This is an optimization exercise on Yosys and OpenROAD, whose aim is small area, a short achievable clock period and few clock cycles per item, not a production implementation.
Where RTL was checked, it was by simulation tests only, not by an equivalence proof against the original.
Power and IR drop assume default switching activity.

rev 12:
==> flow/design.v (excerpt) <==
module glyph_atlas_shelf_packer_writer_unit (
    input  logic                 i_clk,
    input  logic                 i_rst_n,
    input  logic                 i_cfg_we,
    input  logic                 i_cfg_index,
    input  logic [12:0]          i_cfg_data,
    input  logic                 i_in_valid,
    output logic                 o_in_ready,
    input  logic [61:0]          i_in_word,
    output logic                 o_out_valid,
    input  logic                 i_out_ready,
    output logic [64:0]          o_out_word
);
Size in the first run: ~370 flip-flops, ~150 I/O pins.
==> flow/config.mk <==
export PLATFORM = sky130hd
export DESIGN_NAME = glyph_atlas_shelf_packer_writer_unit
export DESIGN_NICKNAME = glyph_atlas_shelf_packer_writer_unit
export VERILOG_FILES = /design/flow/design.v
export SDC_FILE = /design/flow/constraint.sdc
export NUM_CORES = 4
export LEC_CHECK = 0
export CAP_MARGIN = 20
export CORE_MARGIN = 2
export CORE_UTILIZATION = 40
export SETUP_SLACK_MARGIN = 5
export SLEW_MARGIN = 20
==> flow/constraint.sdc <==
create_clock -name core_clock -period 12.0 [get_ports {i_clk}]
set_input_delay 2.4000 -clock core_clock [delete_from_list [all_inputs] [get_ports {i_clk}]]
set_output_delay 2.4000 -clock core_clock [all_outputs]
set_load 0.01 [all_outputs]
standard.sh (not shown) runs the stock make flow with config.mk's settings and CLKGATE_MAP_FILE= SYNTH_SCRIPT=/design/flow/synth_recipe.tcl, a recipe that flattens the netlist after the stock synthesis.
==> flow/flow/run.sh <==
#!/bin/bash
# Standard layout, with the port buffers made of buf_4 cells instead of
# the cell buffer_ports picks by default.
set -euo pipefail
bash standard.sh "BUFFER_PORTS_ARGS=-buffer_cell sky130_fd_sc_hd__buf_4" finish > standard_flow.log 2>&1
--- input diff rev 12..rev 13 ---
--- a/flow/design.v
+++ b/flow/design.v
@@ -112,21 +112,22 @@
             if (i_cfg_index) r_ah <= cfg_side;
             else             r_aw <= cfg_side;
         end
     end
     logic          r_v1, r_v2, r_v3, r_v4;
     logic          r_c1, r_c2, r_c3, r_c4;     
     logic [PW-1:0] r_p1, r_p2, r_p3, r_p4;
-    logic          free1, free2, free3, free4, blk, adv3, xfer;
+    logic          free1, free2, free3, free4, blk, adv3, load1, xfer;
     assign free4 = !r_v4 || i_out_ready;
     assign blk   = !r_c3 && r_v4 && !r_c4;
     assign adv3  = r_v3 && free4 && !blk;
     assign free3 = !r_v3 || adv3;
     assign free2 = !r_v2 || free3;
     assign free1 = !r_v1 || free2;
+    assign load1 = i_in_valid && free1;
     assign xfer  = r_v4 && i_out_ready;
     assign o_in_ready  = free1;
     assign o_out_valid = r_v4;
     always_ff @(posedge i_clk) begin
         if (!i_rst_n) begin
             r_v1 <= 1'b0;
             r_v2 <= 1'b0;
@@ -168,42 +169,50 @@
         );
     end
     always_comb begin
         in_pay = '0;
         if (in_cmd) begin
             in_pay = {in_div, in_a0, in_mono, in_chs};
         end else begin
-            in_pay[55:43] = SW'(r_aw - in_w);
-            in_pay[42:30] = SW'(r_ah - in_h);
-            in_pay[29]    = (in_w == '0) || (in_h == '0);
-            in_pay[28]    = (in_w > r_aw) || (in_h > r_ah);
-            in_pay[27:0]  = {in_fmt, in_w, in_h};
+            in_pay[27:0] = {in_fmt, in_w, in_h};
         end
     end
     always_ff @(posedge i_clk) begin
-        if (free1) begin
+        if (load1) begin
             r_c1 <= in_cmd;
             r_p1 <= in_pay;
         end
     end
     logic [SW-1:0] r_cx, r_cy, r_rh;
     logic [3:0]    r_page;
     logic [11:0]   r_px, r_py, r_ox, r_yend;
     logic [1:0]    r_fmt;
     logic          r_active;
-    logic [50:0] a_chs, b_chs;
+    logic [50:0]   a_chs, b_chs;
+    logic [SW-1:0] a_w, a_h;
+    logic [PW-1:0] a_place;
+    assign a_w = r_p1[25:13];
+    assign a_h = r_p1[12:0];
+    always_comb begin
+        a_place        = '0;
+        a_place[55:43] = SW'(r_aw - a_w);
+        a_place[42:30] = SW'(r_ah - a_h);
+        a_place[29]    = (a_w == '0) || (a_h == '0);
+        a_place[28]    = (a_w > r_aw) || (a_h > r_ah);
+        a_place[27:0]  = r_p1[27:0];
+    end
     gasp_back #(.N(gasp_pkg::DIV_K1)) u_sec1 (
         .i_ch (r_p1[50:0]),
         .i_div(r_p1[60:53]),
         .o_ch (a_chs)
     );
     always_ff @(posedge i_clk) begin
         if (free2) begin
             r_c2 <= r_c1;
-            r_p2 <= r_c1 ? {r_p1[60:51], a_chs} : r_p1;
+            r_p2 <= r_c1 ? {r_p1[60:51], a_chs} : a_place;
         end
     end
     gasp_back #(.N(gasp_pkg::DIV_K2)) u_sec2 (
         .i_ch (r_p2[50:0]),
         .i_div(r_p2[60:53]),
         .o_ch (b_chs)
     );
--- outcome ---
The flow did not stop early for rev 13: all stages ran, and the layout cleared the timing, DRC and antenna checks.
[rev 13] aggregate routed wire length fell about 7% relative to rev 12
From rev 12 to rev 13 the numbers moved as follows: arrival time of data at the critical path endpoint lost 0.28 ns; worst setup timing slack at the placement stage climbed 0.019 ns; final cell count has decreased; part of the cycle the worst path needs lost 2.3 points.
NOTE: cell area after synthesis in rev 13 falls short of that of rev 12
Min clock skew across rev 12 and rev 13: rev 13
Share of the core filled with cells ended up 0.16 points higher on rev 13 than on rev 12.
Rev 13 vs. rev 12: critical path required time essentially unchanged; global-route usage decreased 1.2 points; final weighted congestion of routability-driven global placement decreased 2.8%.
Testbench counts of rev 13, summed over its fixed seeds: cycles 10,363, items 10,331.
For rev 12, only the layout was checked, not whether the RTL still works.

* * *

Setup of oak:
RTL: one of the versions met above, not the one the previous note started from.
Size: roughly 3200 cells after synthesis, ~370 flip-flops, about 150 I/O pins.
==> flow/design.v (excerpt) <==
module glyph_atlas_shelf_packer_writer_unit (
    input  logic                 i_clk,
    input  logic                 i_rst_n,
    input  logic                 i_cfg_we,
    input  logic                 i_cfg_index,
    input  logic [12:0]          i_cfg_data,
    input  logic                 i_in_valid,
    output logic                 o_in_ready,
    input  logic [61:0]          i_in_word,
    output logic                 o_out_valid,
    input  logic                 i_out_ready,
    output logic [64:0]          o_out_word
);
==> module gasp_front, before the edit <==
module gasp_front (
    input  logic [7:0] i_chan,
    input  logic [7:0] i_div,
    output logic       o_sat,
    output logic [7:0] o_rem,
    output logic [7:0] o_sh
);
    logic [15:0] num;
    assign num   = {i_chan, 8'd0} - {8'd0, i_chan};
    assign o_sat = (i_chan > i_div);
    gasp_div_steps #(.N(gasp_pkg::DIV_K0)) u_steps (
        .i_rem(num[15:8]),
        .i_sh (num[7:0]),
        .i_div(i_div),
        .o_rem(o_rem),
        .o_sh (o_sh)
    );
endmodule
export LEC_CHECK = 0
export CAP_MARGIN = 20
export CORE_MARGIN = 2
export CORE_UTILIZATION = 70
export CTS_BUF_LIST = sky130_fd_sc_hd__clkbuf_8
export SETUP_SLACK_MARGIN = 5
export SLEW_MARGIN = 20
create_clock -name core_clock -period 12.0 [get_ports {i_clk}]
==> flow/flow/run.sh <==
#!/bin/bash
set -euo pipefail
bash standard.sh "BUFFER_PORTS_ARGS=-buffer_cell sky130_fd_sc_hd__buf_2" SETUP_SLACK_MARGIN=6.6 finish > standard_flow.log 2>&1
oak finished all stages; the layout is clean.
Testbench counts of oak, summed over its fixed seeds: cycles 10,363, items 10,331.
diff inputs: oak => pine
--- a/flow/design.v
+++ b/flow/design.v
@@ -28,7 +28,9 @@
     output logic [7:0] o_sh
 );
     logic [15:0] num;
-    assign num   = {i_chan, 8'd0} - {8'd0, i_chan};
+    logic [7:0]  dec;
+    assign dec   = i_chan - 8'd1;
+    assign num   = {(i_chan == 8'd0) ? 8'd0 : dec, ~dec};
     assign o_sat = (i_chan > i_div);
     gasp_div_steps #(.N(gasp_pkg::DIV_K0)) u_steps (
         .i_rem(num[15:8]),
--- outcome ---
- For pine and oak, there was not a single run that failed to finish clean.
- Looking at basic-gate share of the synthesized area counting and, or, nand and nor cells, pine sits above oak.
- Compared with oak, pine shows a post-route total power that is 330 µW higher.
- For post-synthesis share of cell area spent on full adders, half adders and majority gates, pine and oak come out practically identical.
- ~same core utilization of the finished layout in pine and oak
- When pine is measured against oak, its total power divided by cell area turns out 4.4% higher.
- Re number of cells produced by synthesis: pine and oak aren't equal, and the higher value belongs to oak.
- Final cell area excluding filler cells of oak is on par with pine.
Function not checked in pine: the RTL went through the layout flow alone.

[static timing again, ports no longer ideal]
The flow's constraints put no driver on any port. The routed layouts listed below were extracted and timed again, unchanged, in two steps.
Step 1: set_driving_cell puts a clkbuf_16 on i_clk and a buf_2 on each other input, an assumption about the parent block.
Step 2, shift: input delay + t, output delay - t, t = (earliest + latest rising clock arrival at the registers) / 2. This alone moves slack from input paths to output paths.
Slacks: no drivers / after step 1 / after step 2; pairs: no drivers / after step 1.
run | shift t [ns] | slack for setup (ns) | worst setup path after step 2 | clock arrival spread, ns
rev 12 | 0.641 | 5.712 / 5.669 / 5.487 | input to register | 0.035 / 0.035
rev 13 | 0.642 | 5.989 / 5.926 / 5.444 | input to register | 0.036 / 0.036
oak | 0.726 | 6.607 / 6.570 / 5.961 | input to register | 0.027 / 0.027
pine | 0.679 | 6.545 / 6.503 / 6.120 | input to register | 0.055 / 0.055
After both steps every run listed still meets setup and hold. The setup slack of oak, which loses most, moves by -0.037 ns with the drivers and by -0.646 ns with both steps.
